Source: an optimization exercise on an open RTL-to-GDS flow (aim: small area). Production flows keep margins and buffers that such runs may drop. Where RTL was checked, it was by simulation tests only, not by an equivalence proof against the original. No driver is modelled on the clock port, so clocking that relies on it looks cheaper here than on a real chip. No activity file was given, so power comes from the tool's default toggle rates.

== oak ==
## arm_fire_controller_core
module arm_fire_controller_core #(
    parameter int PHASE_BITS = afc_pkg::PHASE_BITS_DEF,
    parameter int LEVEL_BITS = afc_pkg::LEVEL_BITS_DEF
) (
    input  wire logic                            i_clk,
    input  wire logic                            i_rst_n,
    input  wire logic                            i_cfg_valid,
    output logic                                 o_cfg_ready,
    input  wire logic [afc_pkg::CFG_IDX_W-1:0]   i_cfg_index,
    input  wire logic [afc_pkg::CFG_DATA_W-1:0]  i_cfg_data,
    input  wire logic                            i_s_tvalid,
    output logic                                 o_s_tready,
    input  wire logic [afc_pkg::IN_DATA_W-1:0]   i_s_tdata,
    output logic                                 o_m_tvalid,
    input  wire logic                            i_m_tready,
    output logic [afc_pkg::OUT_DATA_W-1:0]       o_m_tdata,
    output logic                                 o_m_tlast
);
Size in the first run: ~750 cells after synthesis, roughly 140 flip-flops, ~52 I/O pins.
==> flow/config.mk <==
export PLATFORM = sky130hd
export DESIGN_NAME = arm_fire_controller_core
export DESIGN_NICKNAME = arm_fire_controller_core
export VERILOG_FILES = /design/flow/design.v
export SDC_FILE = /design/flow/constraint.sdc
export NUM_CORES = 4
export LEC_CHECK = 0
export ABC_AREA = 1
export CAP_MARGIN = 20
export CORE_MARGIN = 2
export CORE_UTILIZATION = 60
export SLEW_MARGIN = 20
export BUFFER_PORTS_ARGS = -buffer_cell sky130_fd_sc_hd__buf_1
export CTS_ARGS = -sink_clustering_enable -repair_clock_nets -root_buf sky130_fd_sc_hd__clkbuf_16 -buf_list sky130_fd_sc_hd__clkbuf_4 -dont_use_dummy_load
export POST_CTS_TCL = /design/flow/flow/post_cts.tcl
==> flow/constraint.sdc <==
create_clock -name core_clock -period 20.0 [get_ports {i_clk}]
set_input_delay 4.0000 -clock core_clock [delete_from_list [all_inputs] [get_ports {i_clk}]]
set_output_delay 4.0000 -clock core_clock [all_outputs]
set_load 0.01 [all_outputs]
standard.sh (not shown) runs the stock make flow with config.mk's settings and CLKGATE_MAP_FILE= SYNTH_SCRIPT=/design/flow/synth_recipe.tcl, a recipe that flattens the netlist after the stock synthesis.
==> flow/flow/run.sh <==
#!/bin/bash
# Own flow: the standard flow (standard.sh, unchanged synthesis) with
#  - buf_1 as the port buffer,
#  - a clock tree of clkbuf_4 leaves under a clkbuf_16 root, no dummy loads,
#  - after CTS, leaves that drive more than 9 sinks upsized to clkbuf_8
#    (flow/post_cts.tcl) to keep flip-flop clock slew low.
# All tool output: standard.log here, and ORFS's own logs under orfs/logs.
set -euo pipefail
cp standard.sh standard.sh.txt
cat >> config.mk <<EOT
export BUFFER_PORTS_ARGS = -buffer_cell sky130_fd_sc_hd__buf_1
export CTS_ARGS = -sink_clustering_enable -repair_clock_nets -root_buf sky130_fd_sc_hd__clkbuf_16 -buf_list sky130_fd_sc_hd__clkbuf_4 -dont_use_dummy_load
export POST_CTS_TCL = $PWD/flow/post_cts.tcl
EOT
bash standard.sh > standard.log 2>&1
==> flow/flow/post_cts.tcl <==
# Upsize clock leaf buffers with a large fanout, then legalize again.
set big [[ord::get_db] findMaster sky130_fd_sc_hd__clkbuf_8]
set n 0
foreach inst [[ord::get_db_block] getInsts] {
  if {[[$inst getMaster] getName] ne "sky130_fd_sc_hd__clkbuf_4"} { continue }
  set fo 0
  foreach it [$inst getITerms] {
    if {[$it isOutputSignal] && [$it getNet] ne "NULL"} {
      set fo [expr {[llength [[$it getNet] getITerms]] - 1}]
    }
  }
  if {$fo > 9} {
    $inst swapMaster $big
    incr n
  }
}
puts "post_cts: upsized $n clock leaf buffers to clkbuf_8"
if {$n > 0} {
  detailed_placement
  check_placement -verbose
  estimate_parasitics -placement
}
[inputs] pine vs oak
--- a/flow/design.v
+++ b/flow/design.v
@@ -76,22 +76,23 @@
     logic        r_blink;
     logic [15:0] r_since;       
     logic [15:0] r_pt;          
     logic [9:0]  r_bt;
     logic        r_z;           
     logic [5:0]  r_cnt;
     logic        r_cs, r_ges, r_cp, r_gep, r_cb, r_geb;
     logic [3:0]  r_acl;
     logic [7:0]  r_lvl;
     logic        r_ov;
     logic [1:0]  r_w;           
+    assign r_z = !r_ov && (r_w == 2'd3);
     logic sw, press;
     assign sw    = i_s_tdata[0];
     assign press = i_s_tdata[1];
     logic run, p1, p2, mult, strm, c0, acc_cyc, acc_init;
     logic [3:0] k;
     assign run  = i_s_tvalid && !r_ov;
     assign k    = r_cnt[3:0];
     assign c0   = (r_cnt == 6'd0);
     assign p1   = run && (r_cnt[5:4] == 2'd0);
     assign p2   = run && (r_cnt[5:4] != 2'd0);
     assign mult = (r_cnt[5:4] == 2'd1) && (k >= 4'd6);
@@ -227,27 +228,22 @@
     assign y_k = d_k ^ s_k ^ r_cb;
     assign lvl_in = !r_cnt[4] ? s_k :
                     new_firing ? new_blink :
                     (keep_arm && (y_k ^ !q1 ^ acc_cyc));
     always_ff @(posedge i_clk) begin
         if (!i_rst_n) begin
             r_cnt <= 6'd0;
         end else if (run) begin
             if (acc_cyc)               r_cnt <= 6'd0;
             else                       r_cnt <= r_cnt + 6'd1;
         end
-        if (!i_rst_n) begin
-            r_z <= 1'b1;
-        end else if (p1 && k == 4'd15) begin
-            r_z <= 1'b0;
-        end
         if (p1) begin
             r_since <= {since_n, r_since[15:1]};
         end else if (p2 && set_since) begin
             r_since <= {!trig, r_since[15:1]};
         end
         if (p1) begin
             r_pt <= {pt_n, r_pt[15:1]};
         end else if (p2 && clr_pt) begin
             r_pt <= {1'b0, r_pt[15:1]};
         end
         if (p1 && k < 4'd10) begin
@@ -286,25 +282,31 @@
         if (!i_rst_n) begin
             r_mode <= MODE_STARTUP;
             r_ov   <= 1'b0;
         end else if (run && acc_cyc) begin
             r_mode <= new_mode;
             r_ov   <= 1'b1;
         end else if (r_ov && i_m_tready && r_w != 2'd3) begin
             r_ov   <= 1'b0;
         end
         if (run && acc_cyc) begin
             r_blink <= new_blink;
+        end
+        if (!i_rst_n) begin
+            r_w     <= 2'd3;
+        end else if (run && acc_cyc) begin
             r_w     <= w0;
         end else if (r_ov && i_m_tready && r_w == 2'd3) begin
             r_w     <= 2'd1;
+        end else if (p1 && k == 4'd15) begin
+            r_w     <= 2'd0;
         end
     end
     logic [2:0] msg;
     always_comb begin
         case (r_w)
             2'd0:    msg = MSG_NONE;
             2'd1:    msg = (r_mode == MODE_READY) ? MSG_READY :
                            (r_mode == MODE_ARMED) ? MSG_ARMED : MSG_FIRING;
             2'd2:    msg = MSG_FIRED;
             default: msg = (r_mode == MODE_READY) ? MSG_DISARMED : MSG_FIRED;
         endcase
## What came out
Result: PASS for each of pine and oak
Summary — via count of the first global-routing pass, pine relative to oak: higher, by about 1.7%.
Final total power: pine vs oak — no meaningful difference
NOTE: maximum frequency in pine exceeds that of oak
pine: placed wire-length estimate lower than oak
Looking at design area across both flows, pine is the weaker of the two, with oak ahead.
In the reports for pine and oak, the larger logic gate share of total power belongs to pine.
Layout-stage area growth over the synthesis result in pine is 0.49 points above oak.
Re share of power burned in the clock network: pine is 0.2 points down on oak.
pine against oak: aggregate routed wire length went up, number of cells produced by synthesis saw an increase, via count now larger.
Compared to oak, pine has post-detailed-route wirelength per cell 0.30 um lower.
For pine, only the layout was checked, not whether the RTL still works.

==> afterwards: timing with drivers on the ports <==
How much do the figures lean on ideal ports? The routed layouts below were timed once more, with nothing changed but the port constraints. Step 1 sets driving cells, clkbuf_16 on the clock port and buf_2 on the other inputs (assumed; they add their load-dependent delay and slew). Step 2 moves the port delays by t, midway between the first and last clock arrival at a register: inputs arrive t later, outputs are due t later. That takes back most of the time a late clock gives input paths. a / b / c = ideal ports / drivers / drivers and shift; a / b = the first two.
run | t (ns) | slack for setup (ns) | worst register clock-pin slew, ns | pins driven straight from the clock port
oak | 0.402 | 12.259 / 12.259 / 12.259 | 0.09 / 0.09 | 1
pine | 0.401 | 12.661 / 12.661 / 12.661 | 0.10 / 0.10 | 1
After both steps setup and hold are still met in every run listed.
